From an optimization exercise on the open Yosys and OpenROAD flow, aimed at small area; shortcuts taken in it are not production practice.
RTL that was checked went through simulation tests only; none was proved equivalent to the original.
Power figures rest on the tool's default switching activity, not on a simulated workload.

==> run a: inputs <==
==> flow/design.v <==
module record_packer #(
    parameter int unsigned P_LOG = 4,
    parameter int unsigned DATW  = 64,
    parameter int unsigned KEYW  = 32
) (
    input  logic                     CLK,
    input  logic                     RST,
    input  logic [DATW-1:0]          DIN,
    input  logic                     DINEN,
    input  logic                     DINLAST,
    input  logic                     FLUSH,
    output logic                     DIN_RDY,
    output logic [(DATW<<P_LOG)-1:0] DOT,
    output logic                     DOTEN,
    output logic [P_LOG:0]           DOTCNT,
    output logic                     DOTLAST
);
    localparam int unsigned LANES = 1 << P_LOG;
    localparam int unsigned BW    = DATW * LANES;
    localparam int unsigned CW    = P_LOG + 1;
    typedef logic [CW-1:0]    cnt_t;
    typedef logic [P_LOG-1:0] lane_t;
    logic          rdy_q;
    lane_t         cnt_q;
    logic [BW-1:0] dot_q;
    logic          doten_q;
    cnt_t          dotcnt_q;
    logic          dotlast_q;
    logic             accept;
    logic             close;
    logic [LANES-1:0] upd;    
    logic [LANES-1:0] nwr;    
    assign accept = DINEN & rdy_q;
    assign close  = (accept && ((cnt_q == lane_t'(LANES - 1)) || DINLAST || FLUSH))
                  || (FLUSH && (cnt_q != '0));
    always_comb begin
        for (int unsigned i = 0; i < LANES; i++) begin
            upd[i] = (lane_t'(i) >= cnt_q);
            nwr[i] = !(accept && (lane_t'(i) == cnt_q));
        end
    end
    always_ff @(posedge CLK) begin
        for (int unsigned i = 0; i < LANES; i++) begin
            dot_q[i*DATW +: DATW] <= (dot_q[i*DATW +: DATW] | {DATW{upd[i]}})
                                   & (DIN | {DATW{nwr[i]}});
        end
    end
    always_ff @(posedge CLK) begin
        if (RST) begin
            rdy_q   <= 1'b0;
            cnt_q   <= '0;
            doten_q <= 1'b0;
        end else begin
            rdy_q   <= 1'b1;
            cnt_q   <= close ? lane_t'(0) : cnt_q + lane_t'(accept);
            doten_q <= close;
        end
    end
    always_ff @(posedge CLK) begin
        dotcnt_q  <= cnt_t'(cnt_q) + cnt_t'(accept);
        dotlast_q <= accept & DINLAST;
    end
    assign DIN_RDY = rdy_q;
    assign DOT     = dot_q;
    assign DOTEN   = doten_q;
    assign DOTCNT  = dotcnt_q;
    assign DOTLAST = dotlast_q;
endmodule
==> flow/run.sh <==
#!/bin/bash
# synth_recipe.tcl (not shown) runs the flow's synth.tcl, then flattens the netlist and writes it again
# the make line also repeats each setting of config.mk as NAME=value (left out here)
make -C /OpenROAD-flow-scripts/flow DESIGN_CONFIG=/design/flow/config.mk WORK_HOME=/design/flow/orfs CLKGATE_MAP_FILE= SYNTH_SCRIPT=/design/flow/synth_recipe.tcl finish
==> flow/config.mk <==
export PLATFORM = sky130hd
export DESIGN_NAME = record_packer
export DESIGN_NICKNAME = record_packer
export VERILOG_FILES = /design/flow/design.v
export SDC_FILE = /design/flow/constraint.sdc
export NUM_CORES = 4
export LEC_CHECK = 0
export CAP_MARGIN = 20
export CORE_MARGIN = 2
export CORE_UTILIZATION = 40
export SLEW_MARGIN = 20
==> flow/constraint.sdc <==
create_clock -name core_clock -period 4.0 [get_ports {CLK}]
set_input_delay 0.8000 -clock core_clock [delete_from_list [all_inputs] [get_ports {CLK}]]
set_output_delay 0.8000 -clock core_clock [all_outputs]
set_load 0.01 [all_outputs]
==> run b (differences from run a) <==
--- a/flow/config.mk
+++ b/flow/config.mk
@@ -7,5 +7,5 @@
 export LEC_CHECK = 0
 export CAP_MARGIN = 20
-export CORE_MARGIN = 2
-export CORE_UTILIZATION = 40
+export CORE_AREA = 2 2 648 108
+export DIE_AREA = 0 0 650 110
 export SLEW_MARGIN = 20
==> notes <==
Run a failed in 3_2_place_iop. Run b went through all stages and came out clean.
Synthesized cell count is the same in run a and run b.
Area after synthesis is the same in run b and run a.
==> figures <==
item	run b	run a
Outcome	finished clean	did not finish
Stage where the flow stopped	-	3_2_place_iop
Initial core utilization	0.472	0.405
Post-synth EDFFs	0	0
Synth unique cells	35	35
Vertical die dimension	110 µm	285 µm
Adder and majority cell fraction of the synthesized area	0.000795	0.000795
Top cell type's share of synthesized area	0.659	0.659
Row count	38	102
YS warnings	1	1
X dimension of the die	650 µm	285 µm
Cell with the most instances after synthesis	sky130_fd_sc_hd__dfxtp_1	sky130_fd_sc_hd__dfxtp_1
Post-synthesis compound-gate area fraction	0.270	0.270
No run of this note included a check of the RTL's function; only the layout flow was run.

* * *

==> inputs of branch delta <==
record_packer, a different RTL version from the one above (not shown whole).
==> module record_packer, before the edit <==
module record_packer #(
    parameter int unsigned P_LOG = 4,
    parameter int unsigned DATW  = 64,
    parameter int unsigned KEYW  = 32
) (
    input  logic                     CLK,
    input  logic                     RST,
    input  logic [DATW-1:0]          DIN,
    input  logic                     DINEN,
    input  logic                     DINLAST,
    input  logic                     FLUSH,
    output logic                     DIN_RDY,
    output logic [(DATW<<P_LOG)-1:0] DOT,
    output logic                     DOTEN,
    output logic [P_LOG:0]           DOTCNT,
    output logic                     DOTLAST
);
    localparam int unsigned LANES = 1 << P_LOG;
    localparam int unsigned BW    = DATW * LANES;
    localparam int unsigned CW    = P_LOG + 1;
    typedef logic [CW-1:0]    cnt_t;
    typedef logic [P_LOG-1:0] lane_t;
    logic          rdy_q;
    lane_t         cnt_q;
    lane_t         cnt_r;     
    logic [BW-1:0] dot_q;
    logic          doten_q;
    cnt_t          dotcnt_q;
    logic          dotlast_q;
    logic             accept;
    logic             close;
    logic [LANES-1:0] upd;    
    logic [LANES-1:0] nwr;    
    assign cnt_q  = cnt_r ^ lane_t'(LANES / 2);
    assign accept = DINEN & rdy_q;
    assign close  = (accept && ((cnt_q == lane_t'(LANES - 1)) || DINLAST || FLUSH))
                  || (FLUSH && (cnt_q != '0));
    always_comb begin
        for (int unsigned i = 0; i < LANES; i++) begin
            upd[i] = (lane_t'(i) >= cnt_q);
            nwr[i] = !(accept && (lane_t'(i) == cnt_q));
        end
    end
    always_ff @(posedge CLK) begin
        for (int unsigned i = 0; i < LANES; i++) begin
            dot_q[i*DATW +: DATW] <= (dot_q[i*DATW +: DATW] | {DATW{upd[i]}})
                                   & (DIN | {DATW{nwr[i]}});
        end
    end
    always_ff @(posedge CLK) begin
        if (RST) begin
            rdy_q   <= 1'b0;
            cnt_r   <= lane_t'(LANES / 2);
            doten_q <= 1'b0;
        end else begin
            rdy_q   <= 1'b1;
            cnt_r   <= (close ? lane_t'(0) : cnt_q + lane_t'(accept)) ^ lane_t'(LANES / 2);
            doten_q <= close;
        end
    end
    always_ff @(posedge CLK) begin
        dotcnt_q  <= cnt_t'(cnt_q) + cnt_t'(accept);
        dotlast_q <= accept & DINLAST;
    end
    assign DIN_RDY = rdy_q;
    assign DOT     = dot_q;
    assign DOTEN   = doten_q;
    assign DOTCNT  = dotcnt_q;
    assign DOTLAST = dotlast_q;
endmodule
clock: 4.0 ns
lec_check: 0
cap_margin: 0
core_area: 2 2 678 78
die_area: 0 0 680 80
slew_margin: 0
standard.sh (not shown) runs the stock make flow with config.mk's settings and CLKGATE_MAP_FILE= SYNTH_SCRIPT=/design/flow/synth_recipe.tcl, a recipe that flattens the netlist after the stock synthesis.
==> flow/flow/run.sh <==
#!/bin/bash
# Standard ORFS layout with these changes: the port buffers are buf_1 instead of the
# resizer's default choice, and CTS inserts no dummy loads and clusters more sinks per
# leaf buffer.
set -euo pipefail
export BUFFER_PORTS_ARGS="-buffer_cell sky130_fd_sc_hd__buf_1"
export CTS_ARGS="-sink_clustering_enable -repair_clock_nets -dont_use_dummy_load -sink_clustering_size 28 -sink_clustering_max_diameter 60"
bash standard.sh finish > standard_flow.log 2>&1
==> branch violet: changes against branch delta <==
==> flow/design.v, changed modules only <==
module record_packer #(
    parameter int unsigned P_LOG = 4,
    parameter int unsigned DATW  = 64,
    parameter int unsigned KEYW  = 32
) (
    input  logic                     CLK,
    input  logic                     RST,
    input  logic [DATW-1:0]          DIN,
    input  logic                     DINEN,
    input  logic                     DINLAST,
    input  logic                     FLUSH,
    output logic                     DIN_RDY,
    output logic [(DATW<<P_LOG)-1:0] DOT,
    output logic                     DOTEN,
    output logic [P_LOG:0]           DOTCNT,
    output logic                     DOTLAST
);
    localparam int unsigned LANES = 1 << P_LOG;
    localparam int unsigned BW    = DATW * LANES;
    localparam int unsigned CW    = P_LOG + 1;
    typedef logic [CW-1:0]    cnt_t;
    typedef logic [P_LOG-1:0] lane_t;
    localparam logic [DATW-1:0] KEY_MASK =
        (KEYW >= DATW) ? {DATW{1'b1}} : ((DATW'(1) << KEYW) - DATW'(1));
    localparam logic [DATW-1:0] PAD_REC = KEY_MASK | ~KEY_MASK;
    typedef enum logic {
        RESET_HOLD = 1'b0,
        RUN        = 1'b1
    } state_e;
    state_e        state_q, state_d;
    logic          rdy_q, rdy_d;
    cnt_t          cnt_q, cnt_d;
    logic [BW-1:0] buf_q, buf_d;
    logic [BW-1:0] dot_q, dot_d;
    logic          doten_q, doten_d;
    cnt_t          dotcnt_q, dotcnt_d;
    logic          dotlast_q, dotlast_d;
    logic          accept;
    logic          close;
    cnt_t          fill_n;
    always_comb begin
        state_d   = state_q;
        rdy_d     = 1'b0;
        cnt_d     = cnt_q;
        buf_d     = buf_q;
        dot_d     = dot_q;
        doten_d   = 1'b0;
        dotcnt_d  = dotcnt_q;
        dotlast_d = dotlast_q;
        accept    = 1'b0;
        close     = 1'b0;
        fill_n    = cnt_q;
        case (state_q)
            RESET_HOLD: state_d = RUN;
            RUN:        state_d = RUN;
            default:    state_d = RESET_HOLD;
        endcase
        rdy_d = (state_d == RUN);
        accept = DINEN & rdy_q;
        if (accept) begin
            fill_n = cnt_q + cnt_t'(1);
            cnt_d  = cnt_q + cnt_t'(1);
            for (int unsigned i = 0; i < LANES; i++) begin
                if (lane_t'(i) == cnt_q[P_LOG-1:0]) begin
                    buf_d[i*DATW +: DATW] = DIN;
                end
            end
        end
        close = (accept && ((cnt_q == cnt_t'(LANES - 1)) || DINLAST || FLUSH))
              || (FLUSH && (cnt_q != '0));
        if (close) begin
            for (int unsigned i = 0; i < LANES; i++) begin
                dot_d[i*DATW +: DATW] = (cnt_t'(i) < fill_n) ? buf_d[i*DATW +: DATW] : PAD_REC;
            end
            doten_d   = 1'b1;
            dotcnt_d  = fill_n;
            dotlast_d = accept & DINLAST;
            cnt_d     = '0;
        end
    end
    always_ff @(posedge CLK) begin
        if (RST) begin
            state_q   <= RESET_HOLD;
            rdy_q     <= 1'b0;
            cnt_q     <= '0;
            dot_q     <= '0;
            doten_q   <= 1'b0;
            dotcnt_q  <= '0;
            dotlast_q <= 1'b0;
        end else begin
            state_q   <= state_d;
            rdy_q     <= rdy_d;
            cnt_q     <= cnt_d;
            dot_q     <= dot_d;
            doten_q   <= doten_d;
            dotcnt_q  <= dotcnt_d;
            dotlast_q <= dotlast_d;
        end
    end
    always_ff @(posedge CLK) begin
        buf_q <= buf_d;
    end
    assign DIN_RDY = rdy_q;
    assign DOT     = dot_q;
    assign DOTEN   = doten_q;
    assign DOTCNT  = dotcnt_q;
    assign DOTLAST = dotlast_q;
endmodule
==> flow/run.sh (new file) <==
#!/bin/bash
# synth_recipe.tcl (not shown) runs the flow's synth.tcl, then flattens the netlist and writes it again
# the make line also repeats each setting of config.mk as NAME=value (left out here)
make -C /OpenROAD-flow-scripts/flow DESIGN_CONFIG=/design/flow/config.mk WORK_HOME=/design/flow/orfs CLKGATE_MAP_FILE= SYNTH_SCRIPT=/design/flow/synth_recipe.tcl finish
- CAP_MARGIN: 0 -> 20
- CORE_AREA: 2 2 678 78 -> not set
- CORE_MARGIN: not set -> 2
- CORE_UTILIZATION: not set -> 40
- DIE_AREA: 0 0 680 80 -> not set
- SLEW_MARGIN: 0 -> 20
removed: flow/flow/run.sh
removed: flow/standard.sh
==> branch yarrow: changes against branch delta <==
- CAP_MARGIN: 0 -> 20
- CORE_AREA: 2 2 678 78 -> 2 2 378 378
- DIE_AREA: 0 0 680 80 -> 0 0 380 380
- SLEW_MARGIN: 0 -> 20
==> comparison table <==
Post-Route Utilization: branch yarrow 0.2820; branch violet 0.5268; branch delta 0.7358
Multi-input logic portion of the cell area: branch yarrow 0.2386; branch violet 0.2690; branch delta 0.2568
Global-route met3 utilization: branch yarrow 0.04183; branch violet 0.06557; branch delta 0.07851
Synth Area in Simple Gates: branch yarrow 0.02247; branch violet 0.02439; branch delta 0.02247
Sw Share: branch yarrow 0.2244; branch violet 0.2524; branch delta 0.2276
Netlist Area Pre-Place: branch yarrow 0.03157 mm^2; branch violet 0.06757 mm^2; branch delta 0.03157 mm^2
Net count of the finished layout: branch yarrow 3465; branch violet 6280; branch delta 3360
Synthesized-area fraction occupied by ao, oa, aoi and oai cells: branch yarrow 0.2698; branch violet 0.1546; branch delta 0.2698
Clock buffer and inverter area fraction after layout: branch yarrow 0.04948; branch violet 0.07931; branch delta 0.02880
Number of antenna cells inserted: branch yarrow 3; branch violet 12; branch delta 3
Max Used Layer: branch yarrow met5; branch violet met4; branch delta met4
Non-clock inverter instance count of the final layout: branch yarrow 2; branch violet 133; branch delta 2
Count of different cell masters after synthesis: branch yarrow 36; branch violet 53; branch delta 36
Largest stage delay, worst path: branch yarrow 0.83 ns; branch violet 0.85 ns; branch delta 0.87 ns
Total clock network power: branch yarrow 6960 uW; branch violet 19900 uW; branch delta 5140 uW
Non-clk buf share: branch yarrow 0.1261; branch violet 0.1465; branch delta 0.1217
Total wirelength of the detailed-routed design: branch yarrow 137400 um; branch violet 254000 um; branch delta 102000 um
Combined area of the multi-input logic cells: branch yarrow 0.009413 mm^2; branch violet 0.02372 mm^2; branch delta 0.009371 mm^2
Result of the run: branch yarrow no timing/DRC/antenna violations; branch violet no timing/DRC/antenna violations; branch delta no timing/DRC/antenna violations
Starting DRT DRC Count: branch yarrow 1763; branch violet 3726; branch delta 2226
For branch violet, only the layout was checked, not whether the RTL still works.

[static timing again, ports no longer ideal]
Ports are ideal in the flow. The routed layouts listed here were re-timed in OpenROAD.
Step 1 assumes that a clkbuf_16 drives the clock port and a buf_2 every other input.
Step 2 also shifts input and output timing later by t, the mid clock arrival at the registers, as if the neighbouring blocks saw the same clock.
Slacks: ideal / step 1 / step 2; pairs: ideal / step 1.
| run | t, ns | setup WS [ns] | hold slack, ns | clock arrival spread, ns | cell pins on the clock port's net |
|---|---|---|---|---|---|
| run b | 0.697 | 0.921 / 0.921 / 0.752 | 0.447 / 0.447 / 0.447 | 0.028 / 0.028 | 1 |
| branch delta | 0.729 | 1.209 / 1.209 / 1.154 | 0.346 / 0.275 / 0.483 | 0.022 / 0.022 | 1 |
| branch violet | 0.915 | 0.851 / 0.851 / 0.069 | 0.450 / 0.450 / 0.450 | 0.031 / 0.032 | 1 |
| branch yarrow | 0.709 | 1.120 / 1.120 / 0.754 | 0.382 / 0.383 / 0.472 | 0.102 / 0.102 | 1 |
After both steps every run listed still meets setup and hold. The setup slack of branch violet, which loses most, moves by 0.000 ns with the drivers and by -0.782 ns with both steps.
